This is an optimization exercise on Yosys and OpenROAD, whose aim is small area, a short achievable clock period and few clock cycles per item, not a production implementation.
RTL that was checked went through simulation tests only; none was proved equivalent to the original.

==> module rgb_packer, before the edit <==
module rgb_packer (
	input logic CLOCK_50_I,
	input logic resetn,
	input logic launch,
	input logic last_launch,
	input logic [SAMPLE_W-1:0] win_y_even,
	input logic [SAMPLE_W-1:0] win_y_odd,
	input logic [0:5][SAMPLE_W-1:0] win_u_taps,
	input logic [0:5][SAMPLE_W-1:0] win_v_taps,
	output logic out_valid,
	output logic [WORD_W-1:0] out_word,
	output logic out_line_end
);
	logic [0:6] a;
	logic last_q;
	logic end_q;
	always_ff @(posedge CLOCK_50_I or negedge resetn) begin
		if (!resetn) begin
			a <= '0;
			last_q <= 1'b0;
			end_q <= 1'b0;
		end else begin
			a <= {launch, a[0:5]};
			if (launch)
				last_q <= last_launch;
			end_q <= a[5] && last_q && !(a[0] || a[1] || a[2]);
		end
	end
	always_ff @(posedge CLOCK_50_I) begin
		out_valid <= a[4] || a[5] || a[6];
		out_line_end <= a[6] && end_q;
	end
	logic [0:5][SAMPLE_W-1:0] taps;
	logic [8:0] p0_q, p1_q, p2_q;
	logic [9:0] f_a, f_b, f_a_q, f_b_q;
	logic f_c, f_c_q;
	logic [9:0] f_s;
	logic [SAMPLE_W-1:0] f_odd;     
	logic [SAMPLE_W-1:0] u_odd_q;   
	assign taps = a[1] ? win_v_taps : win_u_taps;
	function automatic logic [8:0] add8(input logic [7:0] x, input logic [7:0] y);
		logic c;
		c = 1'b0;
		for (int i = 0; i < 8; i++) begin
			add8[i] = x[i] ^ y[i] ^ c;
			c = (x[i] & y[i]) | (x[i] & c) | (y[i] & c);
		end
		add8[8] = c;
	endfunction
	always_ff @(posedge CLOCK_50_I) begin
		p0_q <= add8(taps[2], taps[3]);
		p1_q <= add8(taps[1], taps[4]);
		p2_q <= add8(taps[0], taps[5]);
	end
	filt_sum filt_i (
		.p0(p0_q), .p1(p1_q), .p2(p2_q),
		.f_a(f_a), .f_b(f_b), .f_c(f_c)
	);
	assign f_s = add10(f_a_q, f_b_q, f_c_q);
	assign f_odd = f_s[9] ? 8'h00 : (f_s[8] ? 8'hff : f_s[7:0]);
	always_ff @(posedge CLOCK_50_I) begin
		f_a_q <= f_a;
		f_b_q <= f_b;
		f_c_q <= f_c;
		u_odd_q <= f_odd;
	end
	logic [SAMPLE_W-1:0] y_odd_q;
	logic [SAMPLE_W-1:0] py, pu, pv;
	logic [9:0] r_a, r_b, g_a, g_b, r_a_q, r_b_q, g_a_q, g_b_q;
	logic [10:0] b_a, b_b, b_a_q, b_b_q;
	logic r_c, g_c, b_c;
	logic r_c_q, g_c_q, b_c_q;
	logic [SAMPLE_W-1:0] r_px, g_px, b_px;
	logic [SAMPLE_W-1:0] g_hold, b_hold;
	always_ff @(posedge CLOCK_50_I) begin
		y_odd_q <= win_y_odd;
		py <= a[3] ? y_odd_q : win_y_even;
		pu <= a[3] ? u_odd_q : win_u_taps[2];
		pv <= a[3] ? f_odd : win_v_taps[2];
	end
	csc_sum csc_i (
		.y(py), .u(pu), .v(pv),
		.r_a(r_a), .r_b(r_b), .r_c(r_c),
		.g_a(g_a), .g_b(g_b), .g_c(g_c),
		.b_a(b_a), .b_b(b_b), .b_c(b_c)
	);
	function automatic logic [SAMPLE_W-1:0] sat10(input logic [9:0] x, input logic [9:0] y, input logic c);
		logic [9:0] s;
		s = add10(x, y, c);
		sat10 = s[9] ? 8'h00 : s[8] ? 8'hff : s[7:0];
	endfunction
	function automatic logic [SAMPLE_W-1:0] sat11(input logic [10:0] x, input logic [10:0] y, input logic c);
		logic [10:0] s;
		s = add11(x, y, c);
		sat11 = s[10] ? 8'h00 : (s[9] || s[8]) ? 8'hff : s[7:0];
	endfunction
	assign r_px = sat10(r_a_q, r_b_q, r_c_q);
	assign g_px = sat10(g_a_q, g_b_q, g_c_q);
	assign b_px = sat11(b_a_q, b_b_q, b_c_q);
	always_ff @(posedge CLOCK_50_I) begin
		r_a_q <= r_a; r_b_q <= r_b; r_c_q <= r_c;
		g_a_q <= g_a; g_b_q <= g_b; g_c_q <= g_c;
		b_a_q <= b_a; b_b_q <= b_b; b_c_q <= b_c;
		g_hold <= g_px;
		b_hold <= b_px;
		if (a[4])
			out_word <= {r_px, g_px};
		else if (a[5])
			out_word <= {b_hold, r_px};
		else
			out_word <= {g_hold, b_hold};
	end
endmodule
export LEC_CHECK = 0
export CAP_MARGIN = 20
export CORE_MARGIN = 2
export CORE_UTILIZATION = 60
export CTS_CLUSTER_DIAMETER = 100
export CTS_CLUSTER_SIZE = 30
export PLACE_DENSITY = 0.7
export SLEW_MARGIN = 20
create_clock -name core_clock -period 15.0 [get_ports {CLOCK_50_I}]
standard.sh (not shown) runs the stock make flow with config.mk's settings and CLKGATE_MAP_FILE= SYNTH_SCRIPT=/design/flow/synth_recipe.tcl, a recipe that flattens the netlist after the stock synthesis.
==> flow/flow/run.sh <==
#!/bin/bash
set -euo pipefail
bash standard.sh SETUP_SLACK_MARGIN=11 "BUFFER_PORTS_ARGS=-buffer_cell sky130_fd_sc_hd__buf_1" finish > make_finish.log 2>&1
Testbench counts at the start, summed over its fixed seeds: cycles 15,496, items 5,120.
Edit:
--- a/flow/design.v
+++ b/flow/design.v
@@ -118,57 +118,10 @@
 		cg3[i] = cg2[2*i+1] | (cp2[2*i+1] & cg2[2*i]);
 		cp3[i] = cp2[2*i+1] & cp2[2*i];
 	end
 	carry16 = cg3[1] | (cp3[1] & cg3[0]);
 endfunction
-function automatic logic [9:0] add10(input logic [9:0] a, input logic [9:0] b, input logic cin);
-	logic [9:0] p, g, gg, pp;
-	p = a ^ b;
-	g = a & b;
-	gg = g;
-	pp = p;
-	gg[0] = g[0] | (p[0] & cin);
-	gg[1] = gg[1] | (pp[1] & gg[0]); pp[1] = pp[1] & pp[0];
-	gg[3] = gg[3] | (pp[3] & gg[2]); pp[3] = pp[3] & pp[2];
-	gg[5] = gg[5] | (pp[5] & gg[4]); pp[5] = pp[5] & pp[4];
-	gg[7] = gg[7] | (pp[7] & gg[6]); pp[7] = pp[7] & pp[6];
-	gg[9] = gg[9] | (pp[9] & gg[8]); pp[9] = pp[9] & pp[8];
-	gg[3] = gg[3] | (pp[3] & gg[1]); pp[3] = pp[3] & pp[1];
-	gg[7] = gg[7] | (pp[7] & gg[5]); pp[7] = pp[7] & pp[5];
-	gg[7] = gg[7] | (pp[7] & gg[3]); pp[7] = pp[7] & pp[3];
-	gg[5] = gg[5] | (pp[5] & gg[3]); pp[5] = pp[5] & pp[3];
-	gg[9] = gg[9] | (pp[9] & gg[7]); pp[9] = pp[9] & pp[7];
-	gg[2] = gg[2] | (pp[2] & gg[1]); pp[2] = pp[2] & pp[1];
-	gg[4] = gg[4] | (pp[4] & gg[3]); pp[4] = pp[4] & pp[3];
-	gg[6] = gg[6] | (pp[6] & gg[5]); pp[6] = pp[6] & pp[5];
-	gg[8] = gg[8] | (pp[8] & gg[7]); pp[8] = pp[8] & pp[7];
-	add10 = p ^ {gg[8:0], cin};
-endfunction
-function automatic logic [10:0] add11(input logic [10:0] a, input logic [10:0] b, input logic cin);
-	logic [10:0] p, g, gg, pp;
-	p = a ^ b;
-	g = a & b;
-	gg = g;
-	pp = p;
-	gg[0] = g[0] | (p[0] & cin);
-	gg[1] = gg[1] | (pp[1] & gg[0]); pp[1] = pp[1] & pp[0];
-	gg[3] = gg[3] | (pp[3] & gg[2]); pp[3] = pp[3] & pp[2];
-	gg[5] = gg[5] | (pp[5] & gg[4]); pp[5] = pp[5] & pp[4];
-	gg[7] = gg[7] | (pp[7] & gg[6]); pp[7] = pp[7] & pp[6];
-	gg[9] = gg[9] | (pp[9] & gg[8]); pp[9] = pp[9] & pp[8];
-	gg[3] = gg[3] | (pp[3] & gg[1]); pp[3] = pp[3] & pp[1];
-	gg[7] = gg[7] | (pp[7] & gg[5]); pp[7] = pp[7] & pp[5];
-	gg[7] = gg[7] | (pp[7] & gg[3]); pp[7] = pp[7] & pp[3];
-	gg[5] = gg[5] | (pp[5] & gg[3]); pp[5] = pp[5] & pp[3];
-	gg[9] = gg[9] | (pp[9] & gg[7]); pp[9] = pp[9] & pp[7];
-	gg[2] = gg[2] | (pp[2] & gg[1]); pp[2] = pp[2] & pp[1];
-	gg[4] = gg[4] | (pp[4] & gg[3]); pp[4] = pp[4] & pp[3];
-	gg[6] = gg[6] | (pp[6] & gg[5]); pp[6] = pp[6] & pp[5];
-	gg[8] = gg[8] | (pp[8] & gg[7]); pp[8] = pp[8] & pp[7];
-	gg[10] = gg[10] | (pp[10] & gg[9]); pp[10] = pp[10] & pp[9];
-	add11 = p ^ {gg[9:0], cin};
-endfunction
 module csc_sum (
 	input logic [7:0] y,
 	input logic [7:0] u,
 	input logic [7:0] v,
 	output logic [9:0] r_a,
@@ -891,11 +844,11 @@
 	end
 	filt_sum filt_i (
 		.p0(p0_q), .p1(p1_q), .p2(p2_q),
 		.f_a(f_a), .f_b(f_b), .f_c(f_c)
 	);
-	assign f_s = add10(f_a_q, f_b_q, f_c_q);
+	assign f_s = f_a_q + f_b_q + {9'd0, f_c_q};
 	assign f_odd = f_s[9] ? 8'h00 : (f_s[8] ? 8'hff : f_s[7:0]);
 	always_ff @(posedge CLOCK_50_I) begin
 		f_a_q <= f_a;
 		f_b_q <= f_b;
 		f_c_q <= f_c;
@@ -921,16 +874,16 @@
 		.g_a(g_a), .g_b(g_b), .g_c(g_c),
 		.b_a(b_a), .b_b(b_b), .b_c(b_c)
 	);
 	function automatic logic [SAMPLE_W-1:0] sat10(input logic [9:0] x, input logic [9:0] y, input logic c);
 		logic [9:0] s;
-		s = add10(x, y, c);
+		s = x + y + {9'd0, c};
 		sat10 = s[9] ? 8'h00 : s[8] ? 8'hff : s[7:0];
 	endfunction
 	function automatic logic [SAMPLE_W-1:0] sat11(input logic [10:0] x, input logic [10:0] y, input logic c);
 		logic [10:0] s;
-		s = add11(x, y, c);
+		s = x + y + {10'd0, c};
 		sat11 = s[10] ? 8'h00 : (s[9] || s[8]) ? 8'hff : s[7:0];
 	endfunction
 	assign r_px = sat10(r_a_q, r_b_q, r_c_q);
 	assign g_px = sat10(g_a_q, g_b_q, g_c_q);
 	assign b_px = sat11(b_a_q, b_b_q, b_c_q);
Effect: The changed run went through all stages and came out clean. Synthesized area rises by a few percent. Sequential share of layout area decreases by 1.0 points. Design area rises by a few percent. Non-clock buffer count stays the same. Setup slack is about the same. Utilization is lower by 0.29 points. Routed wire length rises by a little under a tenth.
The RTL of the second run of this note was laid out without a check of its function.

[port drivers added, routing unchanged]
The flow's constraints put no driver on any port. The routed layouts listed below were extracted and timed again, unchanged, in two steps. Step 1, drivers: a clkbuf_16 drives CLOCK_50_I and a buf_2 each remaining input, both assumed. Step 2, shift: input delay + t, output delay - t, t = (earliest + latest rising clock arrival at the registers) / 2. This alone moves slack from input paths to output paths. a / b / c = no drivers / after step 1 / after step 2; a / b = the first two.
run	t (ns)	setup slack, ns	hold slack, ns	slew at the worst register clock pin (ns)	worst slew at a driven data input, ns
the first run	0.570	11.033 / 10.984 / 10.605	0.354 / 0.354 / 0.354	0.12 / 0.12	0.07
the second run	0.566	11.032 / 10.979 / 10.604	0.349 / 0.349 / 0.349	0.11 / 0.11	0.04
After both steps setup and hold are still met in every run listed.
